This is an optimization exercise on Yosys and OpenROAD, whose aim is small area, a short achievable clock period and few clock cycles per item, not a production implementation. No functional check of the RTL was part of any run shown here. Power and IR drop assume default switching activity.

==> flow/design.v, too long to show whole: its modules and the start of the top module <==
// module mbsd_decide: 964 lines
// module moving_baseline_spike_detector: 190 lines
module moving_baseline_spike_detector #(
    parameter int WINDOW     = 8,
    parameter int DAY_LENGTH = 1440
) (
    input  logic                             i_clk,
    input  logic                             i_rst_n,
    input  logic                             i_valid,
    output logic                             o_ready,
    input  logic [mbsd_pkg::COUNT_W-1:0]     i_error_count,
    input  logic                             i_start_of_day,
    output logic                             o_valid,
    input  logic                             i_ready,
    output logic                             o_decision_valid,
    output logic                             o_anomaly,
    output logic [mbsd_pkg::MINUTE_W-1:0]    o_minute_index,
    output logic [mbsd_pkg::BASE_W-1:0]      o_baseline_sum,
    output logic [mbsd_pkg::TOTAL_W-1:0]     o_anomaly_total,
    input  logic                             i_cfg_valid,
    output logic                             o_cfg_ready,
    input  logic [mbsd_pkg::CFG_IDX_W-1:0]   i_cfg_index,
    input  logic [mbsd_pkg::CFG_W-1:0]       i_cfg_data
);
  // ...
==> flow/run.sh <==
#!/bin/bash
# synth_recipe.tcl (not shown) runs the flow's synth.tcl, then flattens the netlist and writes it again
# the make line also repeats each setting of config.mk as NAME=value (left out here)
make -C /OpenROAD-flow-scripts/flow DESIGN_CONFIG=/design/flow/config.mk WORK_HOME=/design/flow/orfs CLKGATE_MAP_FILE= SYNTH_SCRIPT=/design/flow/synth_recipe.tcl finish
==> flow/config.mk <==
export PLATFORM = sky130hd
export DESIGN_NAME = moving_baseline_spike_detector
export DESIGN_NICKNAME = moving_baseline_spike_detector
export VERILOG_FILES = /design/flow/design.v
export SDC_FILE = /design/flow/constraint.sdc
export NUM_CORES = 4
export LEC_CHECK = 0
export CAP_MARGIN = 20
export CORE_MARGIN = 2
export CORE_UTILIZATION = 40
export SLEW_MARGIN = 20
==> flow/constraint.sdc <==
create_clock -name core_clock -period 10.0 [get_ports {i_clk}]
set_input_delay 2.0000 -clock core_clock [delete_from_list [all_inputs] [get_ports {i_clk}]]
set_output_delay 2.0000 -clock core_clock [all_outputs]
set_load 0.01 [all_outputs]
==> flow_summary.toml, run 1 <==
[grt]
grt_pass1_vias = 19270
antenna_found_initial = 0
grt_first_pass_wirelength_mm = 110.3

[clock_network]
clock_latency_ns = 0.61
cts.htree.levels = 2
cts.sinks = 373
cts_max_path_buffers = 3
cts-resized-gates = 0

[die]
rows = 93
n_tap_cell = 855
die_h_um = 258.7

[worst_setup_path]
r2r-end = "r_dc_y[16]$_DFFE_PN_"
crit_path_start_kind = "flip-flop"
reg2reg_from = "r_in_sod$_DFFE_PP_"
cpPeakStageDelay_ns = 0.77
worst-r2r-setup-slack_ns = 4.43

[logic_synthesis]
yosys.area.top_type_share = 0.3426
synth_cells = 2746
yosysMostFrequentCell = "nand2_1"
yosys.area_share.simple = 0.1233
synth_area_leader_cell = "edfxtp_1"

[pwr]
p_seq_uw = 1960
pg_clk_uw = 1610
seqPwrFrac = 0.423
power_density_nw_per_um2 = 160.9

[cells_and_area]
nets = 2956
areaGrowthSynthToFinish_pct = 10.80
register_area_um2 = 10460
regMostFlops = "r_hist"
seq_share = 0.3638
diodes = 0
n_sequential_cell = 373
clockNetworkAreaShare = 0.05027
nClkBuffers = 56
layout_commonest_cell = "nand2_1"
fin_area_um2 = 28750

[detailed_routing]
drt-total-wl_mm = 70.01
wl_met2_mm = 32.52
drt-initial-drc-count = 1935
wl_met1_mm = 30.77

[place]
portBuffers = 84
dp_hpwl_mm = 47.79

[sta]
fin_ws_ns = 4.429
hold_viol_final = 0

[status]
outcome = "finished clean"
==> module mbsd_decide, before the edit <==
module mbsd_decide (
    input  logic [18:0] s,
    input  logic [15:0] m,
    input  logic [15:0] c,
    output logic [35:0] x,
    output logic [35:0] y
);
    logic one0, two0, neg0;
    logic [19:0] pp0;
    logic one1, two1, neg1;
    logic [19:0] pp1;
    logic one2, two2, neg2;
    logic [19:0] pp2;
    logic one3, two3, neg3;
    logic [19:0] pp3;
    logic one4, two4, neg4;
    logic [19:0] pp4;
    logic one5, two5, neg5;
    logic [19:0] pp5;
    logic one6, two6, neg6;
    logic [19:0] pp6;
    logic one7, two7, neg7;
    logic [19:0] pp7;
    logic t1;
    logic t2;
    logic t3;
    logic t4;
    logic t5;
    logic t6;
    logic t7;
    logic t8;
    logic t9;
    logic t10;
    logic t11;
    logic t12;
    logic t13;
    logic t14;
    logic t15;
    logic t16;
    logic t17;
    logic t18;
    logic t19;
    logic t20;
    logic t21;
    logic t22;
    logic t23;
    logic t24;
    logic t25;
    logic t26;
    logic t27;
    logic t28;
    logic t29;
    logic t30;
    logic t31;
    logic t32;
    logic t33;
    logic t34;
    logic t35;
    logic t36;
    logic t37;
    logic t38;
    logic t39;
    logic t40;
    logic t41;
    logic t42;
    logic t43;
    logic t44;
    logic t45;
    logic t46;
    logic t47;
    logic t48;
    logic t49;
    logic t50;
    logic t51;
    logic t52;
    logic t53;
    logic t54;
    logic t55;
    logic t56;
    logic t57;
    logic t58;
    logic t59;
    logic t60;
    logic t61;
    logic t62;
    logic t63;
    logic t64;
    logic t65;
    logic t66;
    logic t67;
    logic t68;
    logic t69;
    logic t70;
    logic t71;
    logic t72;
    logic t73;
    logic t74;
    logic t75;
    logic t76;
    logic t77;
    logic t78;
    logic t79;
    logic t80;
    logic t81;
    logic t82;
    logic t83;
    logic t84;
    logic t85;
    logic t86;
    logic t87;
    logic t88;
    logic t89;
    logic t90;
    logic t91;
    logic t92;
    logic t93;
    logic t94;
    logic t95;
    logic t96;
    logic t97;
    logic t98;
    logic t99;
    logic t100;
    logic t101;
    logic t102;
    logic t103;
    logic t104;
    logic t105;
    logic t106;
    logic t107;
    logic t108;
    logic t109;
    logic t110;
    logic t111;
    logic t112;
    logic t113;
    logic t114;
    logic t115;
    logic t116;
    logic t117;
    logic t118;
    logic t119;
    logic t120;
    logic t121;
    logic t122;
    logic t123;
    logic t124;
    logic t125;
    logic t126;
    logic t127;
    logic t128;
    logic t129;
    logic t130;
    logic t131;
    logic t132;
    logic t133;
    logic t134;
    logic t135;
    logic t136;
    logic t137;
    logic t138;
    logic t139;
    logic t140;
    logic t141;
    logic t142;
    logic t143;
    logic t144;
    logic t145;
    logic t146;
    logic t147;
    logic t148;
    logic t149;
    logic t150;
    logic t151;
    logic t152;
    logic t153;
    logic t154;
    logic t155;
    logic t156;
    logic t157;
    logic t158;
    logic t159;
    logic t160;
    logic t161;
    logic t162;
    logic t163;
    logic t164;
    logic t165;
    logic t166;
    logic t167;
    logic t168;
    logic t169;
    logic t170;
    logic t171;
    logic t172;
    logic t173;
    logic t174;
    logic t175;
    logic t176;
    logic t177;
    logic t178;
    logic t179;
    logic t180;
    logic t181;
    logic t182;
    logic t183;
    logic t184;
    logic t185;
    logic t186;
    logic t187;
    logic t188;
    logic t189;
    logic t190;
    logic t191;
    logic t192;
    logic t193;
    logic t194;
    logic t195;
    logic t196;
    logic t197;
    logic t198;
    logic t199;
    logic t200;
    logic t201;
    logic t202;
    logic t203;
    logic t204;
    logic t205;
    logic t206;
    logic t207;
    logic t208;
    logic t209;
    logic t210;
    logic t211;
    logic t212;
    logic t213;
    logic t214;
    logic t215;
    logic t216;
    logic t217;
    logic t218;
    logic t219;
    logic t220;
    logic t221;
    logic t222;
    logic t223;
    logic t224;
    logic t225;
    logic t226;
    logic t227;
    logic t228;
    logic t229;
    logic t230;
    logic t231;
    logic t232;
    logic t233;
    logic t234;
    logic t235;
    logic t236;
    logic t237;
    logic t238;
    logic t239;
    logic t240;
    logic t241;
    logic t242;
    logic t243;
    logic t244;
    logic t245;
    logic t246;
    logic t247;
    logic t248;
    logic t249;
    logic t250;
    logic t251;
    logic t252;
    logic t253;
    logic t254;
    logic t255;
    logic t256;
    logic t257;
    logic t258;
    logic t259;
    logic t260;
    logic t261;
    logic t262;
    logic t263;
    logic t264;
    logic t265;
    logic t266;
    logic t267;
    logic t268;
    logic t269;
    logic t270;
    logic t271;
    logic t272;
    logic t273;
    logic t274;
    logic t275;
    logic t276;
    logic t277;
    logic t278;
    logic t279;
    logic t280;
    logic t281;
    logic t282;
    logic t283;
    logic t284;
    logic t285;
    logic t286;
    logic t287;
    logic t288;
    logic t289;
    logic t290;
    logic t291;
    logic t292;
    logic t293;
    logic t294;
    logic t295;
    logic t296;
    logic t297;
    logic t298;
    logic t299;
    logic t300;
    logic t301;
    logic t302;
    logic t303;
    logic t304;
    logic t305;
    logic t306;
    logic t307;
    logic t308;
    logic t309;
    logic t310;
    logic t311;
    logic t312;
    logic t313;
    logic t314;
    logic t315;
    logic t316;
    logic t317;
    logic t318;
    logic t319;
    logic t320;
    logic t321;
    logic t322;
    logic t323;
    logic t324;
    logic t325;
    logic t326;
    logic t327;
    logic t328;
    logic t329;
    logic t330;
    logic t331;
    logic t332;
    logic t333;
    logic t334;
    logic t335;
    logic t336;
    logic t337;
    logic t338;
    logic t339;
    logic t340;
    logic t341;
    logic t342;
    assign one0 = m[0] ^ 1'b0;
    assign two0 = (m[1] & ~m[0] & ~1'b0) | (~m[1] & m[0] & 1'b0);
    assign neg0 = m[1];
    assign pp0[0] = ((one0 & s[0]) | (two0 & 1'b0)) ^ neg0;
    assign pp0[1] = ((one0 & s[1]) | (two0 & s[0])) ^ neg0;
    assign pp0[2] = ((one0 & s[2]) | (two0 & s[1])) ^ neg0;
    assign pp0[3] = ((one0 & s[3]) | (two0 & s[2])) ^ neg0;
    assign pp0[4] = ((one0 & s[4]) | (two0 & s[3])) ^ neg0;
    assign pp0[5] = ((one0 & s[5]) | (two0 & s[4])) ^ neg0;
    assign pp0[6] = ((one0 & s[6]) | (two0 & s[5])) ^ neg0;
    assign pp0[7] = ((one0 & s[7]) | (two0 & s[6])) ^ neg0;
    assign pp0[8] = ((one0 & s[8]) | (two0 & s[7])) ^ neg0;
    assign pp0[9] = ((one0 & s[9]) | (two0 & s[8])) ^ neg0;
    assign pp0[10] = ((one0 & s[10]) | (two0 & s[9])) ^ neg0;
    assign pp0[11] = ((one0 & s[11]) | (two0 & s[10])) ^ neg0;
    assign pp0[12] = ((one0 & s[12]) | (two0 & s[11])) ^ neg0;
    assign pp0[13] = ((one0 & s[13]) | (two0 & s[12])) ^ neg0;
    assign pp0[14] = ((one0 & s[14]) | (two0 & s[13])) ^ neg0;
    assign pp0[15] = ((one0 & s[15]) | (two0 & s[14])) ^ neg0;
    assign pp0[16] = ((one0 & s[16]) | (two0 & s[15])) ^ neg0;
    assign pp0[17] = ((one0 & s[17]) | (two0 & s[16])) ^ neg0;
    assign pp0[18] = ((one0 & s[18]) | (two0 & s[17])) ^ neg0;
    assign pp0[19] = ((one0 & 1'b0) | (two0 & s[18])) ^ neg0;
    assign one1 = m[2] ^ m[1];
    assign two1 = (m[3] & ~m[2] & ~m[1]) | (~m[3] & m[2] & m[1]);
    assign neg1 = m[3];
    assign pp1[0] = ((one1 & s[0]) | (two1 & 1'b0)) ^ neg1;
    assign pp1[1] = ((one1 & s[1]) | (two1 & s[0])) ^ neg1;
    assign pp1[2] = ((one1 & s[2]) | (two1 & s[1])) ^ neg1;
    assign pp1[3] = ((one1 & s[3]) | (two1 & s[2])) ^ neg1;
    assign pp1[4] = ((one1 & s[4]) | (two1 & s[3])) ^ neg1;
    assign pp1[5] = ((one1 & s[5]) | (two1 & s[4])) ^ neg1;
    assign pp1[6] = ((one1 & s[6]) | (two1 & s[5])) ^ neg1;
    assign pp1[7] = ((one1 & s[7]) | (two1 & s[6])) ^ neg1;
    assign pp1[8] = ((one1 & s[8]) | (two1 & s[7])) ^ neg1;
    assign pp1[9] = ((one1 & s[9]) | (two1 & s[8])) ^ neg1;
    assign pp1[10] = ((one1 & s[10]) | (two1 & s[9])) ^ neg1;
    assign pp1[11] = ((one1 & s[11]) | (two1 & s[10])) ^ neg1;
    assign pp1[12] = ((one1 & s[12]) | (two1 & s[11])) ^ neg1;
    assign pp1[13] = ((one1 & s[13]) | (two1 & s[12])) ^ neg1;
    assign pp1[14] = ((one1 & s[14]) | (two1 & s[13])) ^ neg1;
    assign pp1[15] = ((one1 & s[15]) | (two1 & s[14])) ^ neg1;
    assign pp1[16] = ((one1 & s[16]) | (two1 & s[15])) ^ neg1;
    assign pp1[17] = ((one1 & s[17]) | (two1 & s[16])) ^ neg1;
    assign pp1[18] = ((one1 & s[18]) | (two1 & s[17])) ^ neg1;
    assign pp1[19] = ((one1 & 1'b0) | (two1 & s[18])) ^ neg1;
    assign one2 = m[4] ^ m[3];
    assign two2 = (m[5] & ~m[4] & ~m[3]) | (~m[5] & m[4] & m[3]);
    assign neg2 = m[5];
    assign pp2[0] = ((one2 & s[0]) | (two2 & 1'b0)) ^ neg2;
    assign pp2[1] = ((one2 & s[1]) | (two2 & s[0])) ^ neg2;
    assign pp2[2] = ((one2 & s[2]) | (two2 & s[1])) ^ neg2;
    assign pp2[3] = ((one2 & s[3]) | (two2 & s[2])) ^ neg2;
    assign pp2[4] = ((one2 & s[4]) | (two2 & s[3])) ^ neg2;
    assign pp2[5] = ((one2 & s[5]) | (two2 & s[4])) ^ neg2;
    assign pp2[6] = ((one2 & s[6]) | (two2 & s[5])) ^ neg2;
    assign pp2[7] = ((one2 & s[7]) | (two2 & s[6])) ^ neg2;
    assign pp2[8] = ((one2 & s[8]) | (two2 & s[7])) ^ neg2;
    assign pp2[9] = ((one2 & s[9]) | (two2 & s[8])) ^ neg2;
    assign pp2[10] = ((one2 & s[10]) | (two2 & s[9])) ^ neg2;
    assign pp2[11] = ((one2 & s[11]) | (two2 & s[10])) ^ neg2;
    assign pp2[12] = ((one2 & s[12]) | (two2 & s[11])) ^ neg2;
    assign pp2[13] = ((one2 & s[13]) | (two2 & s[12])) ^ neg2;
    assign pp2[14] = ((one2 & s[14]) | (two2 & s[13])) ^ neg2;
    assign pp2[15] = ((one2 & s[15]) | (two2 & s[14])) ^ neg2;
    assign pp2[16] = ((one2 & s[16]) | (two2 & s[15])) ^ neg2;
    assign pp2[17] = ((one2 & s[17]) | (two2 & s[16])) ^ neg2;
    assign pp2[18] = ((one2 & s[18]) | (two2 & s[17])) ^ neg2;
    assign pp2[19] = ((one2 & 1'b0) | (two2 & s[18])) ^ neg2;
    assign one3 = m[6] ^ m[5];
    assign two3 = (m[7] & ~m[6] & ~m[5]) | (~m[7] & m[6] & m[5]);
    assign neg3 = m[7];
    assign pp3[0] = ((one3 & s[0]) | (two3 & 1'b0)) ^ neg3;
    assign pp3[1] = ((one3 & s[1]) | (two3 & s[0])) ^ neg3;
    assign pp3[2] = ((one3 & s[2]) | (two3 & s[1])) ^ neg3;
    assign pp3[3] = ((one3 & s[3]) | (two3 & s[2])) ^ neg3;
    assign pp3[4] = ((one3 & s[4]) | (two3 & s[3])) ^ neg3;
    assign pp3[5] = ((one3 & s[5]) | (two3 & s[4])) ^ neg3;
    assign pp3[6] = ((one3 & s[6]) | (two3 & s[5])) ^ neg3;
    assign pp3[7] = ((one3 & s[7]) | (two3 & s[6])) ^ neg3;
    assign pp3[8] = ((one3 & s[8]) | (two3 & s[7])) ^ neg3;
    assign pp3[9] = ((one3 & s[9]) | (two3 & s[8])) ^ neg3;
    assign pp3[10] = ((one3 & s[10]) | (two3 & s[9])) ^ neg3;
    assign pp3[11] = ((one3 & s[11]) | (two3 & s[10])) ^ neg3;
    assign pp3[12] = ((one3 & s[12]) | (two3 & s[11])) ^ neg3;
    assign pp3[13] = ((one3 & s[13]) | (two3 & s[12])) ^ neg3;
    assign pp3[14] = ((one3 & s[14]) | (two3 & s[13])) ^ neg3;
    assign pp3[15] = ((one3 & s[15]) | (two3 & s[14])) ^ neg3;
    assign pp3[16] = ((one3 & s[16]) | (two3 & s[15])) ^ neg3;
    assign pp3[17] = ((one3 & s[17]) | (two3 & s[16])) ^ neg3;
    assign pp3[18] = ((one3 & s[18]) | (two3 & s[17])) ^ neg3;
    assign pp3[19] = ((one3 & 1'b0) | (two3 & s[18])) ^ neg3;
    assign one4 = m[8] ^ m[7];
    assign two4 = (m[9] & ~m[8] & ~m[7]) | (~m[9] & m[8] & m[7]);
    assign neg4 = m[9];
    assign pp4[0] = ((one4 & s[0]) | (two4 & 1'b0)) ^ neg4;
    assign pp4[1] = ((one4 & s[1]) | (two4 & s[0])) ^ neg4;
    assign pp4[2] = ((one4 & s[2]) | (two4 & s[1])) ^ neg4;
    assign pp4[3] = ((one4 & s[3]) | (two4 & s[2])) ^ neg4;
    assign pp4[4] = ((one4 & s[4]) | (two4 & s[3])) ^ neg4;
    assign pp4[5] = ((one4 & s[5]) | (two4 & s[4])) ^ neg4;
    assign pp4[6] = ((one4 & s[6]) | (two4 & s[5])) ^ neg4;
    assign pp4[7] = ((one4 & s[7]) | (two4 & s[6])) ^ neg4;
    assign pp4[8] = ((one4 & s[8]) | (two4 & s[7])) ^ neg4;
    assign pp4[9] = ((one4 & s[9]) | (two4 & s[8])) ^ neg4;
    assign pp4[10] = ((one4 & s[10]) | (two4 & s[9])) ^ neg4;
    assign pp4[11] = ((one4 & s[11]) | (two4 & s[10])) ^ neg4;
    assign pp4[12] = ((one4 & s[12]) | (two4 & s[11])) ^ neg4;
    assign pp4[13] = ((one4 & s[13]) | (two4 & s[12])) ^ neg4;
    assign pp4[14] = ((one4 & s[14]) | (two4 & s[13])) ^ neg4;
    assign pp4[15] = ((one4 & s[15]) | (two4 & s[14])) ^ neg4;
    assign pp4[16] = ((one4 & s[16]) | (two4 & s[15])) ^ neg4;
    assign pp4[17] = ((one4 & s[17]) | (two4 & s[16])) ^ neg4;
    assign pp4[18] = ((one4 & s[18]) | (two4 & s[17])) ^ neg4;
    assign pp4[19] = ((one4 & 1'b0) | (two4 & s[18])) ^ neg4;
    assign one5 = m[10] ^ m[9];
    assign two5 = (m[11] & ~m[10] & ~m[9]) | (~m[11] & m[10] & m[9]);
    assign neg5 = m[11];
    assign pp5[0] = ((one5 & s[0]) | (two5 & 1'b0)) ^ neg5;
    assign pp5[1] = ((one5 & s[1]) | (two5 & s[0])) ^ neg5;
    assign pp5[2] = ((one5 & s[2]) | (two5 & s[1])) ^ neg5;
    assign pp5[3] = ((one5 & s[3]) | (two5 & s[2])) ^ neg5;
    assign pp5[4] = ((one5 & s[4]) | (two5 & s[3])) ^ neg5;
    assign pp5[5] = ((one5 & s[5]) | (two5 & s[4])) ^ neg5;
    assign pp5[6] = ((one5 & s[6]) | (two5 & s[5])) ^ neg5;
    assign pp5[7] = ((one5 & s[7]) | (two5 & s[6])) ^ neg5;
    assign pp5[8] = ((one5 & s[8]) | (two5 & s[7])) ^ neg5;
    assign pp5[9] = ((one5 & s[9]) | (two5 & s[8])) ^ neg5;
    assign pp5[10] = ((one5 & s[10]) | (two5 & s[9])) ^ neg5;
    assign pp5[11] = ((one5 & s[11]) | (two5 & s[10])) ^ neg5;
    assign pp5[12] = ((one5 & s[12]) | (two5 & s[11])) ^ neg5;
    assign pp5[13] = ((one5 & s[13]) | (two5 & s[12])) ^ neg5;
    assign pp5[14] = ((one5 & s[14]) | (two5 & s[13])) ^ neg5;
    assign pp5[15] = ((one5 & s[15]) | (two5 & s[14])) ^ neg5;
    assign pp5[16] = ((one5 & s[16]) | (two5 & s[15])) ^ neg5;
    assign pp5[17] = ((one5 & s[17]) | (two5 & s[16])) ^ neg5;
    assign pp5[18] = ((one5 & s[18]) | (two5 & s[17])) ^ neg5;
    assign pp5[19] = ((one5 & 1'b0) | (two5 & s[18])) ^ neg5;
    assign one6 = m[12] ^ m[11];
    assign two6 = (m[13] & ~m[12] & ~m[11]) | (~m[13] & m[12] & m[11]);
    assign neg6 = m[13];
    assign pp6[0] = ((one6 & s[0]) | (two6 & 1'b0)) ^ neg6;
    assign pp6[1] = ((one6 & s[1]) | (two6 & s[0])) ^ neg6;
    assign pp6[2] = ((one6 & s[2]) | (two6 & s[1])) ^ neg6;
    assign pp6[3] = ((one6 & s[3]) | (two6 & s[2])) ^ neg6;
    assign pp6[4] = ((one6 & s[4]) | (two6 & s[3])) ^ neg6;
    assign pp6[5] = ((one6 & s[5]) | (two6 & s[4])) ^ neg6;
    assign pp6[6] = ((one6 & s[6]) | (two6 & s[5])) ^ neg6;
    assign pp6[7] = ((one6 & s[7]) | (two6 & s[6])) ^ neg6;
    assign pp6[8] = ((one6 & s[8]) | (two6 & s[7])) ^ neg6;
    assign pp6[9] = ((one6 & s[9]) | (two6 & s[8])) ^ neg6;
    assign pp6[10] = ((one6 & s[10]) | (two6 & s[9])) ^ neg6;
    assign pp6[11] = ((one6 & s[11]) | (two6 & s[10])) ^ neg6;
    assign pp6[12] = ((one6 & s[12]) | (two6 & s[11])) ^ neg6;
    assign pp6[13] = ((one6 & s[13]) | (two6 & s[12])) ^ neg6;
    assign pp6[14] = ((one6 & s[14]) | (two6 & s[13])) ^ neg6;
    assign pp6[15] = ((one6 & s[15]) | (two6 & s[14])) ^ neg6;
    assign pp6[16] = ((one6 & s[16]) | (two6 & s[15])) ^ neg6;
    assign pp6[17] = ((one6 & s[17]) | (two6 & s[16])) ^ neg6;
    assign pp6[18] = ((one6 & s[18]) | (two6 & s[17])) ^ neg6;
    assign pp6[19] = ((one6 & 1'b0) | (two6 & s[18])) ^ neg6;
    assign one7 = m[14] ^ m[13];
    assign two7 = (m[15] & ~m[14] & ~m[13]) | (~m[15] & m[14] & m[13]);
    assign neg7 = m[15];
    assign pp7[0] = ((one7 & s[0]) | (two7 & 1'b0)) ^ neg7;
    assign pp7[1] = ((one7 & s[1]) | (two7 & s[0])) ^ neg7;
    assign pp7[2] = ((one7 & s[2]) | (two7 & s[1])) ^ neg7;
    assign pp7[3] = ((one7 & s[3]) | (two7 & s[2])) ^ neg7;
    assign pp7[4] = ((one7 & s[4]) | (two7 & s[3])) ^ neg7;
    assign pp7[5] = ((one7 & s[5]) | (two7 & s[4])) ^ neg7;
    assign pp7[6] = ((one7 & s[6]) | (two7 & s[5])) ^ neg7;
    assign pp7[7] = ((one7 & s[7]) | (two7 & s[6])) ^ neg7;
    assign pp7[8] = ((one7 & s[8]) | (two7 & s[7])) ^ neg7;
    assign pp7[9] = ((one7 & s[9]) | (two7 & s[8])) ^ neg7;
    assign pp7[10] = ((one7 & s[10]) | (two7 & s[9])) ^ neg7;
    assign pp7[11] = ((one7 & s[11]) | (two7 & s[10])) ^ neg7;
    assign pp7[12] = ((one7 & s[12]) | (two7 & s[11])) ^ neg7;
    assign pp7[13] = ((one7 & s[13]) | (two7 & s[12])) ^ neg7;
    assign pp7[14] = ((one7 & s[14]) | (two7 & s[13])) ^ neg7;
    assign pp7[15] = ((one7 & s[15]) | (two7 & s[14])) ^ neg7;
    assign pp7[16] = ((one7 & s[16]) | (two7 & s[15])) ^ neg7;
    assign pp7[17] = ((one7 & s[17]) | (two7 & s[16])) ^ neg7;
    assign pp7[18] = ((one7 & s[18]) | (two7 & s[17])) ^ neg7;
    assign pp7[19] = ((one7 & 1'b0) | (two7 & s[18])) ^ neg7;
    assign t1 = pp0[14] ^ pp1[12];
    assign t2 = pp0[14] & pp1[12];
    assign t3 = pp0[15] ^ pp1[13];
    assign t4 = pp0[15] & pp1[13];
    assign t5 = pp0[16] ^ pp1[14] ^ pp2[12];
    assign t6 = (pp0[16] & pp1[14]) | (pp0[16] & pp2[12]) | (pp1[14] & pp2[12]);
    assign t7 = pp0[17] ^ pp1[15] ^ pp2[13];
    assign t8 = (pp0[17] & pp1[15]) | (pp0[17] & pp2[13]) | (pp1[15] & pp2[13]);
    assign t9 = pp0[18] ^ pp1[16] ^ pp2[14];
    assign t10 = (pp0[18] & pp1[16]) | (pp0[18] & pp2[14]) | (pp1[16] & pp2[14]);
    assign t11 = pp0[19] ^ pp1[17] ^ pp2[15];
    assign t12 = (pp0[19] & pp1[17]) | (pp0[19] & pp2[15]) | (pp1[17] & pp2[15]);
    assign t13 = ~neg0 ^ pp1[18] ^ pp2[16];
    assign t14 = (~neg0 & pp1[18]) | (~neg0 & pp2[16]) | (pp1[18] & pp2[16]);
    assign t15 = pp3[14] ^ pp4[12];
    assign t16 = pp3[14] & pp4[12];
    assign t17 = pp1[19] ^ pp2[17] ^ pp3[15];
    assign t18 = (pp1[19] & pp2[17]) | (pp1[19] & pp3[15]) | (pp2[17] & pp3[15]);
    assign t19 = pp4[13] ^ pp5[11];
    assign t20 = pp4[13] & pp5[11];
    assign t21 = ~neg1 ^ pp2[18] ^ pp3[16];
    assign t22 = (~neg1 & pp2[18]) | (~neg1 & pp3[16]) | (pp2[18] & pp3[16]);
    assign t23 = pp2[19] ^ pp3[17];
    assign t24 = pp2[19] & pp3[17];
    assign t25 = pp0[10] ^ pp1[8];
    assign t26 = pp0[10] & pp1[8];
    assign t27 = pp0[11] ^ pp1[9] ^ pp2[7];
    assign t28 = (pp0[11] & pp1[9]) | (pp0[11] & pp2[7]) | (pp1[9] & pp2[7]);
    assign t29 = pp3[5] ^ pp4[3];
    assign t30 = pp3[5] & pp4[3];
    assign t31 = pp0[12] ^ pp1[10] ^ pp2[8];
    assign t32 = (pp0[12] & pp1[10]) | (pp0[12] & pp2[8]) | (pp1[10] & pp2[8]);
    assign t33 = pp3[6] ^ pp4[4] ^ pp5[2];
    assign t34 = (pp3[6] & pp4[4]) | (pp3[6] & pp5[2]) | (pp4[4] & pp5[2]);
    assign t35 = pp6[0] ^ neg6;
    assign t36 = pp6[0] & neg6;
    assign t37 = pp0[13] ^ pp1[11] ^ pp2[9];
    assign t38 = (pp0[13] & pp1[11]) | (pp0[13] & pp2[9]) | (pp1[11] & pp2[9]);
    assign t39 = pp3[7] ^ pp4[5] ^ pp5[3];
    assign t40 = (pp3[7] & pp4[5]) | (pp3[7] & pp5[3]) | (pp4[5] & pp5[3]);
    assign t41 = pp6[1] ^ ~c[2];
    assign t42 = pp6[1] & ~c[2];
    assign t43 = t1 ^ pp2[10] ^ pp3[8];
    assign t44 = (t1 & pp2[10]) | (t1 & pp3[8]) | (pp2[10] & pp3[8]);
    assign t45 = pp4[6] ^ pp5[4] ^ pp6[2];
    assign t46 = (pp4[6] & pp5[4]) | (pp4[6] & pp6[2]) | (pp5[4] & pp6[2]);
    assign t47 = pp7[0] ^ neg7 ^ ~c[3];
    assign t48 = (pp7[0] & neg7) | (pp7[0] & ~c[3]) | (neg7 & ~c[3]);
    assign t49 = t2 ^ t3 ^ pp2[11];
    assign t50 = (t2 & t3) | (t2 & pp2[11]) | (t3 & pp2[11]);
    assign t51 = pp3[9] ^ pp4[7] ^ pp5[5];
    assign t52 = (pp3[9] & pp4[7]) | (pp3[9] & pp5[5]) | (pp4[7] & pp5[5]);
    assign t53 = pp6[3] ^ pp7[1] ^ ~c[4];
    assign t54 = (pp6[3] & pp7[1]) | (pp6[3] & ~c[4]) | (pp7[1] & ~c[4]);
    assign t55 = t4 ^ t5 ^ pp3[10];
    assign t56 = (t4 & t5) | (t4 & pp3[10]) | (t5 & pp3[10]);
    assign t57 = pp4[8] ^ pp5[6] ^ pp6[4];
    assign t58 = (pp4[8] & pp5[6]) | (pp4[8] & pp6[4]) | (pp5[6] & pp6[4]);
    assign t59 = pp7[2] ^ (m[15] & s[0]) ^ ~c[5];
    assign t60 = (pp7[2] & (m[15] & s[0])) | (pp7[2] & ~c[5]) | ((m[15] & s[0]) & ~c[5]);
    assign t61 = t6 ^ t7 ^ pp3[11];
    assign t62 = (t6 & t7) | (t6 & pp3[11]) | (t7 & pp3[11]);
    assign t63 = pp4[9] ^ pp5[7] ^ pp6[5];
    assign t64 = (pp4[9] & pp5[7]) | (pp4[9] & pp6[5]) | (pp5[7] & pp6[5]);
    assign t65 = pp7[3] ^ (m[15] & s[1]) ^ ~c[6];
    assign t66 = (pp7[3] & (m[15] & s[1])) | (pp7[3] & ~c[6]) | ((m[15] & s[1]) & ~c[6]);
    assign t67 = t8 ^ t9 ^ pp3[12];
    assign t68 = (t8 & t9) | (t8 & pp3[12]) | (t9 & pp3[12]);
    assign t69 = pp4[10] ^ pp5[8] ^ pp6[6];
    assign t70 = (pp4[10] & pp5[8]) | (pp4[10] & pp6[6]) | (pp5[8] & pp6[6]);
    assign t71 = pp7[4] ^ (m[15] & s[2]) ^ ~c[7];
    assign t72 = (pp7[4] & (m[15] & s[2])) | (pp7[4] & ~c[7]) | ((m[15] & s[2]) & ~c[7]);
    assign t73 = t10 ^ t11 ^ pp3[13];
    assign t74 = (t10 & t11) | (t10 & pp3[13]) | (t11 & pp3[13]);
    assign t75 = pp4[11] ^ pp5[9] ^ pp6[7];
    assign t76 = (pp4[11] & pp5[9]) | (pp4[11] & pp6[7]) | (pp5[9] & pp6[7]);
    assign t77 = pp7[5] ^ (m[15] & s[3]) ^ ~c[8];
    assign t78 = (pp7[5] & (m[15] & s[3])) | (pp7[5] & ~c[8]) | ((m[15] & s[3]) & ~c[8]);
    assign t79 = t12 ^ t13 ^ t15;
    assign t80 = (t12 & t13) | (t12 & t15) | (t13 & t15);
    assign t81 = pp5[10] ^ pp6[8] ^ pp7[6];
    assign t82 = (pp5[10] & pp6[8]) | (pp5[10] & pp7[6]) | (pp6[8] & pp7[6]);
    assign t83 = (m[15] & s[4]) ^ ~c[9] ^ 1'b1;
    assign t84 = ((m[15] & s[4]) & ~c[9]) | ((m[15] & s[4]) & 1'b1) | (~c[9] & 1'b1);
    assign t85 = t14 ^ t16 ^ t17;
    assign t86 = (t14 & t16) | (t14 & t17) | (t16 & t17);
    assign t87 = t19 ^ pp6[9] ^ pp7[7];
    assign t88 = (t19 & pp6[9]) | (t19 & pp7[7]) | (pp6[9] & pp7[7]);
    assign t89 = (m[15] & s[5]) ^ ~c[10] ^ 1'b1;
    assign t90 = ((m[15] & s[5]) & ~c[10]) | ((m[15] & s[5]) & 1'b1) | (~c[10] & 1'b1);
    assign t91 = t18 ^ t20 ^ t21;
    assign t92 = (t18 & t20) | (t18 & t21) | (t20 & t21);
    assign t93 = pp4[14] ^ pp5[12] ^ pp6[10];
    assign t94 = (pp4[14] & pp5[12]) | (pp4[14] & pp6[10]) | (pp5[12] & pp6[10]);
    assign t95 = pp7[8] ^ (m[15] & s[6]) ^ ~c[11];
    assign t96 = (pp7[8] & (m[15] & s[6])) | (pp7[8] & ~c[11]) | ((m[15] & s[6]) & ~c[11]);
    assign t97 = t22 ^ t23 ^ pp4[15];
    assign t98 = (t22 & t23) | (t22 & pp4[15]) | (t23 & pp4[15]);
    assign t99 = pp5[13] ^ pp6[11] ^ pp7[9];
    assign t100 = (pp5[13] & pp6[11]) | (pp5[13] & pp7[9]) | (pp6[11] & pp7[9]);
    assign t101 = (m[15] & s[7]) ^ ~c[12] ^ 1'b1;
    assign t102 = ((m[15] & s[7]) & ~c[12]) | ((m[15] & s[7]) & 1'b1) | (~c[12] & 1'b1);
    assign t103 = t24 ^ ~neg2 ^ pp3[18];
    assign t104 = (t24 & ~neg2) | (t24 & pp3[18]) | (~neg2 & pp3[18]);
    assign t105 = pp4[16] ^ pp5[14] ^ pp6[12];
    assign t106 = (pp4[16] & pp5[14]) | (pp4[16] & pp6[12]) | (pp5[14] & pp6[12]);
    assign t107 = pp7[10] ^ (m[15] & s[8]) ^ ~c[13];
    assign t108 = (pp7[10] & (m[15] & s[8])) | (pp7[10] & ~c[13]) | ((m[15] & s[8]) & ~c[13]);
    assign t109 = pp3[19] ^ pp4[17] ^ pp5[15];
    assign t110 = (pp3[19] & pp4[17]) | (pp3[19] & pp5[15]) | (pp4[17] & pp5[15]);
    assign t111 = pp6[13] ^ pp7[11] ^ (m[15] & s[9]);
    assign t112 = (pp6[13] & pp7[11]) | (pp6[13] & (m[15] & s[9])) | (pp7[11] & (m[15] & s[9]));
    assign t113 = ~c[14] ^ 1'b1;
    assign t114 = ~c[14] & 1'b1;
    assign t115 = ~neg3 ^ pp4[18] ^ pp5[16];
    assign t116 = (~neg3 & pp4[18]) | (~neg3 & pp5[16]) | (pp4[18] & pp5[16]);
    assign t117 = pp6[14] ^ pp7[12] ^ (m[15] & s[10]);
    assign t118 = (pp6[14] & pp7[12]) | (pp6[14] & (m[15] & s[10])) | (pp7[12] & (m[15] & s[10]));
    assign t119 = pp4[19] ^ pp5[17];
    assign t120 = pp4[19] & pp5[17];
    assign t121 = pp0[6] ^ pp1[4];
    assign t122 = pp0[6] & pp1[4];
    assign t123 = pp0[7] ^ pp1[5];
    assign t124 = pp0[7] & pp1[5];
    assign t125 = pp0[8] ^ pp1[6] ^ pp2[4];
    assign t126 = (pp0[8] & pp1[6]) | (pp0[8] & pp2[4]) | (pp1[6] & pp2[4]);
    assign t127 = pp3[2] ^ pp4[0];
    assign t128 = pp3[2] & pp4[0];
    assign t129 = pp0[9] ^ pp1[7] ^ pp2[5];
    assign t130 = (pp0[9] & pp1[7]) | (pp0[9] & pp2[5]) | (pp1[7] & pp2[5]);
    assign t131 = pp3[3] ^ pp4[1];
    assign t132 = pp3[3] & pp4[1];
    assign t133 = t25 ^ pp2[6] ^ pp3[4];
    assign t134 = (t25 & pp2[6]) | (t25 & pp3[4]) | (pp2[6] & pp3[4]);
    assign t135 = pp4[2] ^ pp5[0] ^ neg5;
    assign t136 = (pp4[2] & pp5[0]) | (pp4[2] & neg5) | (pp5[0] & neg5);
    assign t137 = t26 ^ t27 ^ t29;
    assign t138 = (t26 & t27) | (t26 & t29) | (t27 & t29);
    assign t139 = pp5[1] ^ ~c[0] ^ 1'b1;
    assign t140 = (pp5[1] & ~c[0]) | (pp5[1] & 1'b1) | (~c[0] & 1'b1);
    assign t141 = t28 ^ t30 ^ t31;
    assign t142 = (t28 & t30) | (t28 & t31) | (t30 & t31);
    assign t143 = t33 ^ t35 ^ ~c[1];
    assign t144 = (t33 & t35) | (t33 & ~c[1]) | (t35 & ~c[1]);
    assign t145 = t32 ^ t34 ^ t36;
    assign t146 = (t32 & t34) | (t32 & t36) | (t34 & t36);
    assign t147 = t37 ^ t39 ^ t41;
    assign t148 = (t37 & t39) | (t37 & t41) | (t39 & t41);
    assign t149 = t38 ^ t40 ^ t42;
    assign t150 = (t38 & t40) | (t38 & t42) | (t40 & t42);
    assign t151 = t43 ^ t45 ^ t47;
    assign t152 = (t43 & t45) | (t43 & t47) | (t45 & t47);
    assign t153 = t44 ^ t46 ^ t48;
    assign t154 = (t44 & t46) | (t44 & t48) | (t46 & t48);
    assign t155 = t49 ^ t51 ^ t53;
    assign t156 = (t49 & t51) | (t49 & t53) | (t51 & t53);
    assign t157 = t50 ^ t52 ^ t54;
    assign t158 = (t50 & t52) | (t50 & t54) | (t52 & t54);
    assign t159 = t55 ^ t57 ^ t59;
    assign t160 = (t55 & t57) | (t55 & t59) | (t57 & t59);
    assign t161 = t56 ^ t58 ^ t60;
    assign t162 = (t56 & t58) | (t56 & t60) | (t58 & t60);
    assign t163 = t61 ^ t63 ^ t65;
    assign t164 = (t61 & t63) | (t61 & t65) | (t63 & t65);
    assign t165 = t62 ^ t64 ^ t66;
    assign t166 = (t62 & t64) | (t62 & t66) | (t64 & t66);
    assign t167 = t67 ^ t69 ^ t71;
    assign t168 = (t67 & t69) | (t67 & t71) | (t69 & t71);
    assign t169 = t68 ^ t70 ^ t72;
    assign t170 = (t68 & t70) | (t68 & t72) | (t70 & t72);
    assign t171 = t73 ^ t75 ^ t77;
    assign t172 = (t73 & t75) | (t73 & t77) | (t75 & t77);
    assign t173 = t74 ^ t76 ^ t78;
    assign t174 = (t74 & t76) | (t74 & t78) | (t76 & t78);
    assign t175 = t79 ^ t81 ^ t83;
    assign t176 = (t79 & t81) | (t79 & t83) | (t81 & t83);
    assign t177 = t80 ^ t82 ^ t84;
    assign t178 = (t80 & t82) | (t80 & t84) | (t82 & t84);
    assign t179 = t85 ^ t87 ^ t89;
    assign t180 = (t85 & t87) | (t85 & t89) | (t87 & t89);
    assign t181 = t86 ^ t88 ^ t90;
    assign t182 = (t86 & t88) | (t86 & t90) | (t88 & t90);
    assign t183 = t91 ^ t93 ^ t95;
    assign t184 = (t91 & t93) | (t91 & t95) | (t93 & t95);
    assign t185 = t92 ^ t94 ^ t96;
    assign t186 = (t92 & t94) | (t92 & t96) | (t94 & t96);
    assign t187 = t97 ^ t99 ^ t101;
    assign t188 = (t97 & t99) | (t97 & t101) | (t99 & t101);
    assign t189 = t98 ^ t100 ^ t102;
    assign t190 = (t98 & t100) | (t98 & t102) | (t100 & t102);
    assign t191 = t103 ^ t105 ^ t107;
    assign t192 = (t103 & t105) | (t103 & t107) | (t105 & t107);
    assign t193 = t104 ^ t106 ^ t108;
    assign t194 = (t104 & t106) | (t104 & t108) | (t106 & t108);
    assign t195 = t109 ^ t111 ^ t113;
    assign t196 = (t109 & t111) | (t109 & t113) | (t111 & t113);
    assign t197 = t110 ^ t112 ^ t114;
    assign t198 = (t110 & t112) | (t110 & t114) | (t112 & t114);
    assign t199 = t115 ^ t117 ^ ~c[15];
    assign t200 = (t115 & t117) | (t115 & ~c[15]) | (t117 & ~c[15]);
    assign t201 = t116 ^ t118 ^ t119;
    assign t202 = (t116 & t118) | (t116 & t119) | (t118 & t119);
    assign t203 = pp6[15] ^ pp7[13] ^ (m[15] & s[11]);
    assign t204 = (pp6[15] & pp7[13]) | (pp6[15] & (m[15] & s[11])) | (pp7[13] & (m[15] & s[11]));
    assign t205 = t120 ^ ~neg4 ^ pp5[18];
    assign t206 = (t120 & ~neg4) | (t120 & pp5[18]) | (~neg4 & pp5[18]);
    assign t207 = pp6[16] ^ pp7[14] ^ (m[15] & s[12]);
    assign t208 = (pp6[16] & pp7[14]) | (pp6[16] & (m[15] & s[12])) | (pp7[14] & (m[15] & s[12]));
    assign t209 = pp5[19] ^ pp6[17] ^ pp7[15];
    assign t210 = (pp5[19] & pp6[17]) | (pp5[19] & pp7[15]) | (pp6[17] & pp7[15]);
    assign t211 = (m[15] & s[13]) ^ 1'b1;
    assign t212 = (m[15] & s[13]) & 1'b1;
    assign t213 = ~neg5 ^ pp6[18] ^ pp7[16];
    assign t214 = (~neg5 & pp6[18]) | (~neg5 & pp7[16]) | (pp6[18] & pp7[16]);
    assign t215 = pp6[19] ^ pp7[17];
    assign t216 = pp6[19] & pp7[17];
    assign t217 = pp0[4] ^ pp1[2];
    assign t218 = pp0[4] & pp1[2];
    assign t219 = pp0[5] ^ pp1[3];
    assign t220 = pp0[5] & pp1[3];
    assign t221 = t121 ^ pp2[2] ^ pp3[0];
    assign t222 = (t121 & pp2[2]) | (t121 & pp3[0]) | (pp2[2] & pp3[0]);
    assign t223 = t122 ^ t123 ^ pp2[3];
    assign t224 = (t122 & t123) | (t122 & pp2[3]) | (t123 & pp2[3]);
    assign t225 = t124 ^ t125 ^ t127;
    assign t226 = (t124 & t125) | (t124 & t127) | (t125 & t127);
    assign t227 = t126 ^ t128 ^ t129;
    assign t228 = (t126 & t128) | (t126 & t129) | (t128 & t129);
    assign t229 = t130 ^ t132 ^ t133;
    assign t230 = (t130 & t132) | (t130 & t133) | (t132 & t133);
    assign t231 = t134 ^ t136 ^ t137;
    assign t232 = (t134 & t136) | (t134 & t137) | (t136 & t137);
    assign t233 = t138 ^ t140 ^ t141;
    assign t234 = (t138 & t140) | (t138 & t141) | (t140 & t141);
    assign t235 = t142 ^ t144 ^ t145;
    assign t236 = (t142 & t144) | (t142 & t145) | (t144 & t145);
    assign t237 = t146 ^ t148 ^ t149;
    assign t238 = (t146 & t148) | (t146 & t149) | (t148 & t149);
    assign t239 = t150 ^ t152 ^ t153;
    assign t240 = (t150 & t152) | (t150 & t153) | (t152 & t153);
    assign t241 = t154 ^ t156 ^ t157;
    assign t242 = (t154 & t156) | (t154 & t157) | (t156 & t157);
    assign t243 = t158 ^ t160 ^ t161;
    assign t244 = (t158 & t160) | (t158 & t161) | (t160 & t161);
    assign t245 = t162 ^ t164 ^ t165;
    assign t246 = (t162 & t164) | (t162 & t165) | (t164 & t165);
    assign t247 = t166 ^ t168 ^ t169;
    assign t248 = (t166 & t168) | (t166 & t169) | (t168 & t169);
    assign t249 = t170 ^ t172 ^ t173;
    assign t250 = (t170 & t172) | (t170 & t173) | (t172 & t173);
    assign t251 = t174 ^ t176 ^ t177;
    assign t252 = (t174 & t176) | (t174 & t177) | (t176 & t177);
    assign t253 = t178 ^ t180 ^ t181;
    assign t254 = (t178 & t180) | (t178 & t181) | (t180 & t181);
    assign t255 = t182 ^ t184 ^ t185;
    assign t256 = (t182 & t184) | (t182 & t185) | (t184 & t185);
    assign t257 = t186 ^ t188 ^ t189;
    assign t258 = (t186 & t188) | (t186 & t189) | (t188 & t189);
    assign t259 = t190 ^ t192 ^ t193;
    assign t260 = (t190 & t192) | (t190 & t193) | (t192 & t193);
    assign t261 = t194 ^ t196 ^ t197;
    assign t262 = (t194 & t196) | (t194 & t197) | (t196 & t197);
    assign t263 = t198 ^ t200 ^ t201;
    assign t264 = (t198 & t200) | (t198 & t201) | (t200 & t201);
    assign t265 = t202 ^ t204 ^ t205;
    assign t266 = (t202 & t204) | (t202 & t205) | (t204 & t205);
    assign t267 = t206 ^ t208 ^ t209;
    assign t268 = (t206 & t208) | (t206 & t209) | (t208 & t209);
    assign t269 = t210 ^ t212 ^ t213;
    assign t270 = (t210 & t212) | (t210 & t213) | (t212 & t213);
    assign t271 = t214 ^ t215 ^ (m[15] & s[15]);
    assign t272 = (t214 & t215) | (t214 & (m[15] & s[15])) | (t215 & (m[15] & s[15]));
    assign t273 = t216 ^ ~neg6 ^ pp7[18];
    assign t274 = (t216 & ~neg6) | (t216 & pp7[18]) | (~neg6 & pp7[18]);
    assign t275 = pp7[19] ^ (m[15] & s[17]);
    assign t276 = pp7[19] & (m[15] & s[17]);
    assign t277 = pp0[2] ^ pp1[0];
    assign t278 = pp0[2] & pp1[0];
    assign t279 = pp0[3] ^ pp1[1];
    assign t280 = pp0[3] & pp1[1];
    assign t281 = t217 ^ pp2[0] ^ neg2;
    assign t282 = (t217 & pp2[0]) | (t217 & neg2) | (pp2[0] & neg2);
    assign t283 = t218 ^ t219 ^ pp2[1];
    assign t284 = (t218 & t219) | (t218 & pp2[1]) | (t219 & pp2[1]);
    assign t285 = t220 ^ t221 ^ neg3;
    assign t286 = (t220 & t221) | (t220 & neg3) | (t221 & neg3);
    assign t287 = t222 ^ t223 ^ pp3[1];
    assign t288 = (t222 & t223) | (t222 & pp3[1]) | (t223 & pp3[1]);
    assign t289 = t224 ^ t225 ^ neg4;
    assign t290 = (t224 & t225) | (t224 & neg4) | (t225 & neg4);
    assign t291 = t226 ^ t227 ^ t131;
    assign t292 = (t226 & t227) | (t226 & t131) | (t227 & t131);
    assign t293 = t228 ^ t229 ^ t135;
    assign t294 = (t228 & t229) | (t228 & t135) | (t229 & t135);
    assign t295 = t230 ^ t231 ^ t139;
    assign t296 = (t230 & t231) | (t230 & t139) | (t231 & t139);
    assign t297 = t232 ^ t233 ^ t143;
    assign t298 = (t232 & t233) | (t232 & t143) | (t233 & t143);
    assign t299 = t234 ^ t235 ^ t147;
    assign t300 = (t234 & t235) | (t234 & t147) | (t235 & t147);
    assign t301 = t236 ^ t237 ^ t151;
    assign t302 = (t236 & t237) | (t236 & t151) | (t237 & t151);
    assign t303 = t238 ^ t239 ^ t155;
    assign t304 = (t238 & t239) | (t238 & t155) | (t239 & t155);
    assign t305 = t240 ^ t241 ^ t159;
    assign t306 = (t240 & t241) | (t240 & t159) | (t241 & t159);
    assign t307 = t242 ^ t243 ^ t163;
    assign t308 = (t242 & t243) | (t242 & t163) | (t243 & t163);
    assign t309 = t244 ^ t245 ^ t167;
    assign t310 = (t244 & t245) | (t244 & t167) | (t245 & t167);
    assign t311 = t246 ^ t247 ^ t171;
    assign t312 = (t246 & t247) | (t246 & t171) | (t247 & t171);
    assign t313 = t248 ^ t249 ^ t175;
    assign t314 = (t248 & t249) | (t248 & t175) | (t249 & t175);
    assign t315 = t250 ^ t251 ^ t179;
    assign t316 = (t250 & t251) | (t250 & t179) | (t251 & t179);
    assign t317 = t252 ^ t253 ^ t183;
    assign t318 = (t252 & t253) | (t252 & t183) | (t253 & t183);
    assign t319 = t254 ^ t255 ^ t187;
    assign t320 = (t254 & t255) | (t254 & t187) | (t255 & t187);
    assign t321 = t256 ^ t257 ^ t191;
    assign t322 = (t256 & t257) | (t256 & t191) | (t257 & t191);
    assign t323 = t258 ^ t259 ^ t195;
    assign t324 = (t258 & t259) | (t258 & t195) | (t259 & t195);
    assign t325 = t260 ^ t261 ^ t199;
    assign t326 = (t260 & t261) | (t260 & t199) | (t261 & t199);
    assign t327 = t262 ^ t263 ^ t203;
    assign t328 = (t262 & t263) | (t262 & t203) | (t263 & t203);
    assign t329 = t264 ^ t265 ^ t207;
    assign t330 = (t264 & t265) | (t264 & t207) | (t265 & t207);
    assign t331 = t266 ^ t267 ^ t211;
    assign t332 = (t266 & t267) | (t266 & t211) | (t267 & t211);
    assign t333 = t268 ^ t269 ^ (m[15] & s[14]);
    assign t334 = (t268 & t269) | (t268 & (m[15] & s[14])) | (t269 & (m[15] & s[14]));
    assign t335 = t270 ^ t271 ^ 1'b1;
    assign t336 = (t270 & t271) | (t270 & 1'b1) | (t271 & 1'b1);
    assign t337 = t272 ^ t273 ^ (m[15] & s[16]);
    assign t338 = (t272 & t273) | (t272 & (m[15] & s[16])) | (t273 & (m[15] & s[16]));
    assign t339 = t274 ^ t275 ^ 1'b1;
    assign t340 = (t274 & t275) | (t274 & 1'b1) | (t275 & 1'b1);
    assign t341 = t276 ^ ~neg7 ^ (m[15] & s[18]);
    assign t342 = (t276 & ~neg7) | (t276 & (m[15] & s[18])) | (~neg7 & (m[15] & s[18]));
    assign x[0] = pp0[0];
    assign y[0] = neg0;
    assign x[1] = pp0[1];
    assign y[1] = 1'b0;
    assign x[2] = t277;
    assign y[2] = neg1;
    assign x[3] = t278;
    assign y[3] = t279;
    assign x[4] = t280;
    assign y[4] = t281;
    assign x[5] = t282;
    assign y[5] = t283;
    assign x[6] = t284;
    assign y[6] = t285;
    assign x[7] = t286;
    assign y[7] = t287;
    assign x[8] = t288;
    assign y[8] = t289;
    assign x[9] = t290;
    assign y[9] = t291;
    assign x[10] = t292;
    assign y[10] = t293;
    assign x[11] = t294;
    assign y[11] = t295;
    assign x[12] = t296;
    assign y[12] = t297;
    assign x[13] = t298;
    assign y[13] = t299;
    assign x[14] = t300;
    assign y[14] = t301;
    assign x[15] = t302;
    assign y[15] = t303;
    assign x[16] = t304;
    assign y[16] = t305;
    assign x[17] = t306;
    assign y[17] = t307;
    assign x[18] = t308;
    assign y[18] = t309;
    assign x[19] = t310;
    assign y[19] = t311;
    assign x[20] = t312;
    assign y[20] = t313;
    assign x[21] = t314;
    assign y[21] = t315;
    assign x[22] = t316;
    assign y[22] = t317;
    assign x[23] = t318;
    assign y[23] = t319;
    assign x[24] = t320;
    assign y[24] = t321;
    assign x[25] = t322;
    assign y[25] = t323;
    assign x[26] = t324;
    assign y[26] = t325;
    assign x[27] = t326;
    assign y[27] = t327;
    assign x[28] = t328;
    assign y[28] = t329;
    assign x[29] = t330;
    assign y[29] = t331;
    assign x[30] = t332;
    assign y[30] = t333;
    assign x[31] = t334;
    assign y[31] = t335;
    assign x[32] = t336;
    assign y[32] = t337;
    assign x[33] = t338;
    assign y[33] = t339;
    assign x[34] = t340;
    assign y[34] = t341;
    assign x[35] = t342;
    assign y[35] = 1'b1;
endmodule
==> run 2: changes to the inputs <==
--- a/flow/design.v
+++ b/flow/design.v
@@ -20,6 +20,6 @@
     input  logic [15:0] m,
     input  logic [15:0] c,
-    output logic [35:0] x,
-    output logic [35:0] y
+    output logic [35:0] r0,
+    output logic [35:0] r1
 );
     logic one0, two0, neg0;
@@ -907,76 +907,76 @@
     assign t341 = t276 ^ ~neg7 ^ (m[15] & s[18]);
     assign t342 = (t276 & ~neg7) | (t276 & (m[15] & s[18])) | (~neg7 & (m[15] & s[18]));
-    assign x[0] = pp0[0];
-    assign y[0] = neg0;
-    assign x[1] = pp0[1];
-    assign y[1] = 1'b0;
-    assign x[2] = t277;
-    assign y[2] = neg1;
-    assign x[3] = t278;
-    assign y[3] = t279;
-    assign x[4] = t280;
-    assign y[4] = t281;
-    assign x[5] = t282;
-    assign y[5] = t283;
-    assign x[6] = t284;
-    assign y[6] = t285;
-    assign x[7] = t286;
-    assign y[7] = t287;
-    assign x[8] = t288;
-    assign y[8] = t289;
-    assign x[9] = t290;
-    assign y[9] = t291;
-    assign x[10] = t292;
-    assign y[10] = t293;
-    assign x[11] = t294;
-    assign y[11] = t295;
-    assign x[12] = t296;
-    assign y[12] = t297;
-    assign x[13] = t298;
-    assign y[13] = t299;
-    assign x[14] = t300;
-    assign y[14] = t301;
-    assign x[15] = t302;
-    assign y[15] = t303;
-    assign x[16] = t304;
-    assign y[16] = t305;
-    assign x[17] = t306;
-    assign y[17] = t307;
-    assign x[18] = t308;
-    assign y[18] = t309;
-    assign x[19] = t310;
-    assign y[19] = t311;
-    assign x[20] = t312;
-    assign y[20] = t313;
-    assign x[21] = t314;
-    assign y[21] = t315;
-    assign x[22] = t316;
-    assign y[22] = t317;
-    assign x[23] = t318;
-    assign y[23] = t319;
-    assign x[24] = t320;
-    assign y[24] = t321;
-    assign x[25] = t322;
-    assign y[25] = t323;
-    assign x[26] = t324;
-    assign y[26] = t325;
-    assign x[27] = t326;
-    assign y[27] = t327;
-    assign x[28] = t328;
-    assign y[28] = t329;
-    assign x[29] = t330;
-    assign y[29] = t331;
-    assign x[30] = t332;
-    assign y[30] = t333;
-    assign x[31] = t334;
-    assign y[31] = t335;
-    assign x[32] = t336;
-    assign y[32] = t337;
-    assign x[33] = t338;
-    assign y[33] = t339;
-    assign x[34] = t340;
-    assign y[34] = t341;
-    assign x[35] = t342;
-    assign y[35] = 1'b1;
+    assign r0[0] = pp0[0];
+    assign r0[1] = pp0[1];
+    assign r0[2] = t277;
+    assign r0[3] = t278;
+    assign r0[4] = t280;
+    assign r0[5] = t282;
+    assign r0[6] = t284;
+    assign r0[7] = t286;
+    assign r0[8] = t288;
+    assign r0[9] = t290;
+    assign r0[10] = t292;
+    assign r0[11] = t294;
+    assign r0[12] = t296;
+    assign r0[13] = t298;
+    assign r0[14] = t300;
+    assign r0[15] = t302;
+    assign r0[16] = t304;
+    assign r0[17] = t306;
+    assign r0[18] = t308;
+    assign r0[19] = t310;
+    assign r0[20] = t312;
+    assign r0[21] = t314;
+    assign r0[22] = t316;
+    assign r0[23] = t318;
+    assign r0[24] = t320;
+    assign r0[25] = t322;
+    assign r0[26] = t324;
+    assign r0[27] = t326;
+    assign r0[28] = t328;
+    assign r0[29] = t330;
+    assign r0[30] = t332;
+    assign r0[31] = t334;
+    assign r0[32] = t336;
+    assign r0[33] = t338;
+    assign r0[34] = t340;
+    assign r0[35] = t342;
+    assign r1[0] = neg0;
+    assign r1[1] = 1'b0;
+    assign r1[2] = neg1;
+    assign r1[3] = t279;
+    assign r1[4] = t281;
+    assign r1[5] = t283;
+    assign r1[6] = t285;
+    assign r1[7] = t287;
+    assign r1[8] = t289;
+    assign r1[9] = t291;
+    assign r1[10] = t293;
+    assign r1[11] = t295;
+    assign r1[12] = t297;
+    assign r1[13] = t299;
+    assign r1[14] = t301;
+    assign r1[15] = t303;
+    assign r1[16] = t305;
+    assign r1[17] = t307;
+    assign r1[18] = t309;
+    assign r1[19] = t311;
+    assign r1[20] = t313;
+    assign r1[21] = t315;
+    assign r1[22] = t317;
+    assign r1[23] = t319;
+    assign r1[24] = t321;
+    assign r1[25] = t323;
+    assign r1[26] = t325;
+    assign r1[27] = t327;
+    assign r1[28] = t329;
+    assign r1[29] = t331;
+    assign r1[30] = t333;
+    assign r1[31] = t335;
+    assign r1[32] = t337;
+    assign r1[33] = t339;
+    assign r1[34] = t341;
+    assign r1[35] = 1'b1;
 endmodule
 module moving_baseline_spike_detector #(
@@ -1020,6 +1020,6 @@
     logic               r_dc_sod;
     logic               r_dc_above;
-    logic [35:0]        r_dc_x;
-    logic [35:0]        r_dc_y;
+    logic [35:0]        r_dc_r0;
+    logic [35:0]        r_dc_r1;
     logic [SUM_W-1:0]   r_dc_sum;
     logic [MC_W-1:0]    r_dc_minute;
@@ -1032,13 +1032,14 @@
     logic               w_adv;
     logic               w_accept;
+    logic               w_load;
+    logic               w_nx_valid;
+    logic [COUNT_W-1:0] w_nx_count;
+    logic               w_nx_sod;
+    logic               w_clear;
     logic               w_step;
-    logic               w_first;
     logic               w_in_day;
-    logic               w_full;
-    logic [SUM_W-1:0]   w_sum;
-    logic [MC_W-1:0]    w_minute;
     logic [COUNT_W-1:0] w_oldest;
-    logic [35:0]        w_x;
-    logic [35:0]        w_y;
+    logic [35:0]        w_r0;
+    logic [35:0]        w_r1;
     logic [35:0]        w_z;
     logic               w_dvalid;
@@ -1074,42 +1075,32 @@
         end
     end
+    assign w_load     = w_adv || !r_in_valid;
+    assign w_nx_valid = r_sk_valid || w_accept;
+    assign w_nx_count = r_sk_valid ? r_sk_count : i_error_count;
+    assign w_nx_sod   = r_sk_valid ? r_sk_sod : i_start_of_day;
     always_ff @(posedge i_clk) begin
         if (!i_rst_n) begin
             r_in_valid <= 1'b0;
-        end else if (w_adv || !r_in_valid) begin
-            r_in_valid <= r_sk_valid || w_accept;
+        end else if (w_load) begin
+            r_in_valid <= w_nx_valid;
         end
     end
     always_ff @(posedge i_clk) begin
-        if (w_adv || !r_in_valid) begin
-            if (r_sk_valid) begin
-                r_in_count <= r_sk_count;
-                r_in_sod   <= r_sk_sod;
-            end else begin
-                r_in_count <= i_error_count;
-                r_in_sod   <= i_start_of_day;
-            end
+        if (w_load) begin
+            r_in_count <= w_nx_count;
+            r_in_sod   <= w_nx_sod;
         end
     end
-    assign w_sum    = r_in_sod ? '0 : r_sum;
-    assign w_minute = r_in_sod ? '0 : r_minute;
-    assign w_in_day = r_in_sod || (r_minute != MC_W'(DAY_LENGTH));
-    assign w_full   = !r_in_sod && (r_minute >= MC_W'(WINDOW));
-    assign w_oldest = w_full ? r_hist[WINDOW-1] : '0;
+    assign w_clear  = w_load && w_nx_valid && w_nx_sod;
     assign w_step   = w_adv && r_in_valid;
-    mbsd_decide u_decide (
-        .s (w_sum),
-        .m (r_mult),
-        .c (r_in_count),
-        .x (w_x),
-        .y (w_y)
-    );
+    assign w_in_day = r_minute != MC_W'(DAY_LENGTH);
+    assign w_oldest = (r_minute >= MC_W'(WINDOW)) ? r_hist[WINDOW-1] : '0;
     always_ff @(posedge i_clk) begin
-        if (!i_rst_n) begin
+        if (!i_rst_n || w_clear) begin
             r_sum    <= '0;
             r_minute <= '0;
         end else if (w_step && w_in_day) begin
-            r_sum    <= w_sum - SUM_W'(w_oldest) + SUM_W'(r_in_count);
-            r_minute <= w_minute + MC_W'(1);
+            r_sum    <= r_sum - SUM_W'(w_oldest) + SUM_W'(r_in_count);
+            r_minute <= r_minute + MC_W'(1);
         end
     end
@@ -1122,4 +1113,11 @@
         end
     end
+    mbsd_decide u_decide (
+        .s  (r_sum),
+        .m  (r_mult),
+        .c  (r_in_count),
+        .r0 (w_r0),
+        .r1 (w_r1)
+    );
     always_ff @(posedge i_clk) begin
         if (!i_rst_n) begin
@@ -1133,12 +1131,12 @@
             r_dc_sod    <= r_in_sod;
             r_dc_above  <= r_in_count >= r_thr;
-            r_dc_x      <= w_x;
-            r_dc_y      <= w_y;
-            r_dc_sum    <= w_sum;
-            r_dc_minute <= w_minute;
+            r_dc_r0     <= w_r0;
+            r_dc_r1     <= w_r1;
+            r_dc_sum    <= r_sum;
+            r_dc_minute <= r_minute;
         end
     end
-    assign w_z      = r_dc_x + r_dc_y;
-    assign w_dvalid = (r_dc_minute >= MC_W'(WINDOW)) && (r_dc_minute < MC_W'(DAY_LENGTH));
+    assign w_z      = r_dc_r0 + r_dc_r1;
+    assign w_dvalid = (r_dc_minute >= MC_W'(WINDOW)) && (r_dc_minute != MC_W'(DAY_LENGTH));
     assign w_flag   = w_dvalid && r_dc_above && ((r_dc_sum == '0) || w_z[35]);
     assign w_tprev  = r_dc_sod ? '0 : r_out_total;
--- a/flow/config.mk
+++ b/flow/config.mk
@@ -6,6 +6,8 @@
 export NUM_CORES = 4
 export LEC_CHECK = 0
+export ABC_CLOCK_PERIOD_IN_PS = 3000
 export CAP_MARGIN = 20
 export CORE_MARGIN = 2
 export CORE_UTILIZATION = 40
+export SETUP_SLACK_MARGIN = 5
 export SLEW_MARGIN = 20
==> flow_summary.toml, run 2 <==
[status]
outcome = "finished clean"

[clock_network]
cts_tree = "done"
cts.sinks = 373
cts-hold-fix-buffers = 0
cts.htree.levels = 2
clock_latency_ns = 0.59
numCtsBuffers = 42
path_clk_slew_ns = 0.06
cts_max_path_buffers = 3
clock-root-buffer = "clkbuf_16"

[worst_setup_path]
worstPathArrival_ns = 5.05
path_class = "reg -> reg"
crit_top_cell = "fa_1"
cpPeakStageDelay_ns = 0.84
crit_path_start_kind = "flip-flop"
cp_slowest_cell = "and2_1"
crit_chain = "buf_4, and2_1, nor3_2, buf_4, a221oi_1, ha_1, inv_1, fa_1, fa_1, fa_1, inv_1, fa_1"
reg2regPathDepth = 12
crit_path_end_kind = "flip-flop"
critPathMaxFanout = 33
worst-r2r-setup-slack_ns = 5.26
required_ns = 10.31

[pwr]
peakVddDrop_uv = 135.5
p_leak_uw = 0.01005
power_density_nw_per_um2 = 178.2
p_total_uw = 4629

[sta]
final_min_period_over_clock_period = 0.4744
hold_viol_final = 0
tightest_slew_ns = 1.069
rsz0062_at_grt = "false"
relSlewSlack = 0.2875
skew_ns = 0.03700
period_needed_ns = 4.744
setup-violations-final = 0
max_freq_mhz = 210.8
slew_violations = 0
tns_ns = 0

[min_path]
whs_path_depth = 0
min_path_type = "reg -> reg"

[detailed_routing]
vias = 16860
detail_route.wl_per_cell_um = 21.82
drc = 0
drt-initial-drc-count = 1570
drtPass1Iterations = 6
drt-total-wl_mm = 64.88
routed_via_density = 5.670
drtAntennaViolNets = 0

[logic_synthesis]
synthTopCellsByArea = "edfxtp_1 (39%), fa_1 (13%), dfxtp_1 (6.7%)"
yosysMostFrequentCell = "edfxtp_1"
synthesis.area_um2 = 22960
synth_flop_cell = "edfxtp_1"
synthDistinctLibCells = 62
ys_ff_latch = 373
synth_cells = 2182
ys_warn_count = 2
syn_nets = 2471
yosys-top-cells-count = "edfxtp_1 (296), nor2_1 (238), inv_1 (235), nand2_1 (162), clkbuf_1 (154)"
synth_area_leader_cell = "edfxtp_1"
synth.avg_cell_area_um2 = 10.52
yosys.area.top_type_share = 0.3871
ys_seq_area_frac = 0.4543
async_flop_share = 0
synth-edff-count = 296

[cells_and_area]
areaGrowthSynthToFinish_pct = 13.13
regMostFlops = "r_hist"
diodes = 0
layout_commonest_cell = "edfxtp_1"
drive_above_1_share = 0.07033
final_cell_mix = "edfxtp_1 (296), inv_1 (233), nor2_1 (232), nand2_1 (161), fa_1 (152)"
reg.largest.list = "r_hist (128), r_dc_r0 (36), r_dc_r1 (34)"
nFillCells = 5329
fin_cells = 2974
nets = 2473
largest_register_ffs = 128
final_util = 0.4589

[die]
die_area_um2 = 59330
core-area_um2 = 56600
num_io_pins = 86
die_h_um = 243.6
initial_core_util = 0.4056
rows = 87
die_x_um = 243.6

[grt]
grt_max_degree = 87
track_usage = 0.2197
grt_overflow = 0
grt_pass1_vias = 16840
antenna_found_initial = 0
grt_first_pass_wirelength_mm = 100.1

[place]
dp_hpwl_mm = 45.34
portBuffers = 84
dp.cells = 2896
finalWeightedCongestion = 0.9434

[job]
maxCapViolCount = 0
run 2: power breakdown:
group	internal, µW	leakage [µW]	total (µW)	switching [µW]
logic	400	0.00564	1070	673
registers	1880	0.00370	1950	68.0
clock network	955	0.000704	1610	652
run 2: cell type report:
class	instances	area [µm²]	area share
timing repair buffer	134	1216	0.04682
clock buffer	53	1144	0.04403
multi-input combinational	1383	10970	0.4224
inverter	250	947.2	0.03646
tap	756	945.9	0.03642
sequential	373	10430	0.4016
clock inverter	25	319.1	0.01228
run 2: final timing paths:
kind,end,from
setup / recovery,r_dc_r1[22]$_DFFE_PN_,r_mult[9]$_SDFFE_PN1P_
hold / removal,r_hist[5][10]$_DFFE_PP_,r_hist[4][10]$_DFFE_PP_
setup reg to reg,r_dc_r1[22]$_DFFE_PN_,r_mult[9]$_SDFFE_PN1P_
hold reg to reg,r_hist[5][10]$_DFFE_PP_,r_hist[4][10]$_DFFE_PP_
run 2: metrics by stage:
step	instance area (µm²)	setup WS [ns]	hold slack (ns)
final	25970	5.256	0.4171
after global placement	24500	5.284	0.4006
after global routing	25970	5.077	0.4220
after floorplan	23010	4.392	0.4003
after CTS	25970	5.227	0.4174
after detailed placement	24510	5.194	0.4045
run 2: cells by family after synthesis:
| logic type | synth area share |
|---|---|
| multiplexers | 0.01014 |
| buffers and inverters | 0.07013 |
| adder cells (fa/ha/maj) | 0.1867 |
| other | 0.0001633 |
| XOR/XNOR | 0.02098 |
| AO/OA/AOI/OAI | 0.1538 |
| flip-flops | 0.4543 |
| AND/OR/NAND/NOR | 0.1038 |
run 2: worst max-delay path: cells and delay by family (launching register included):
kind            cells  cell delay, ns
flops               1            0.32
simple gates        2            0.90
buf+inv             4            0.75
compound gates      1            0.33
fa+ha+maj           5            2.13
run 2: layer usage:
layer	track usage	vias to the layer above	routed length, µm
met5	0	-	0
met4	0.1031	0	2807
met3	0.05618	169	6306
met2	0.3368	798	29060
met1	0.2919	8224	26710
li1	-	7672	-
run 2: repair_timing:
action                                 in CTS  in global routing
buffers inserted                            0                  0
gates resized for setup                     0                  1
setup endpoints to repair                   0                  1
endpoints found under the hold margin       0                  0

static timing again, ports no longer ideal:
The flow's constraints put no driver on any port. The routed layouts listed below were extracted and timed again, unchanged, in two steps.
Step 1 sets driving cells, clkbuf_16 on the clock port and buf_2 on the other inputs (assumed; they add their load-dependent delay and slew).
Step 2 moves the port delays by t, midway between the first and last clock arrival at a register: inputs arrive t later, outputs are due t later. That takes back most of the time a late clock gives input paths.
Three values: ideal, step 1, step 2; two values: the first two.
run | t (ns) | setup slack, ns | cell pins on the clock port's net
run 1 | 0.634 | 4.429 / 4.429 / 4.429 | 1
run 2 | 0.627 | 5.256 / 5.256 / 5.254 | 1
After both steps setup and hold are still met in every run listed. For run 2, which loses most, drivers alone change the setup slack by 0.000 ns; drivers and shift together by -0.002 ns.
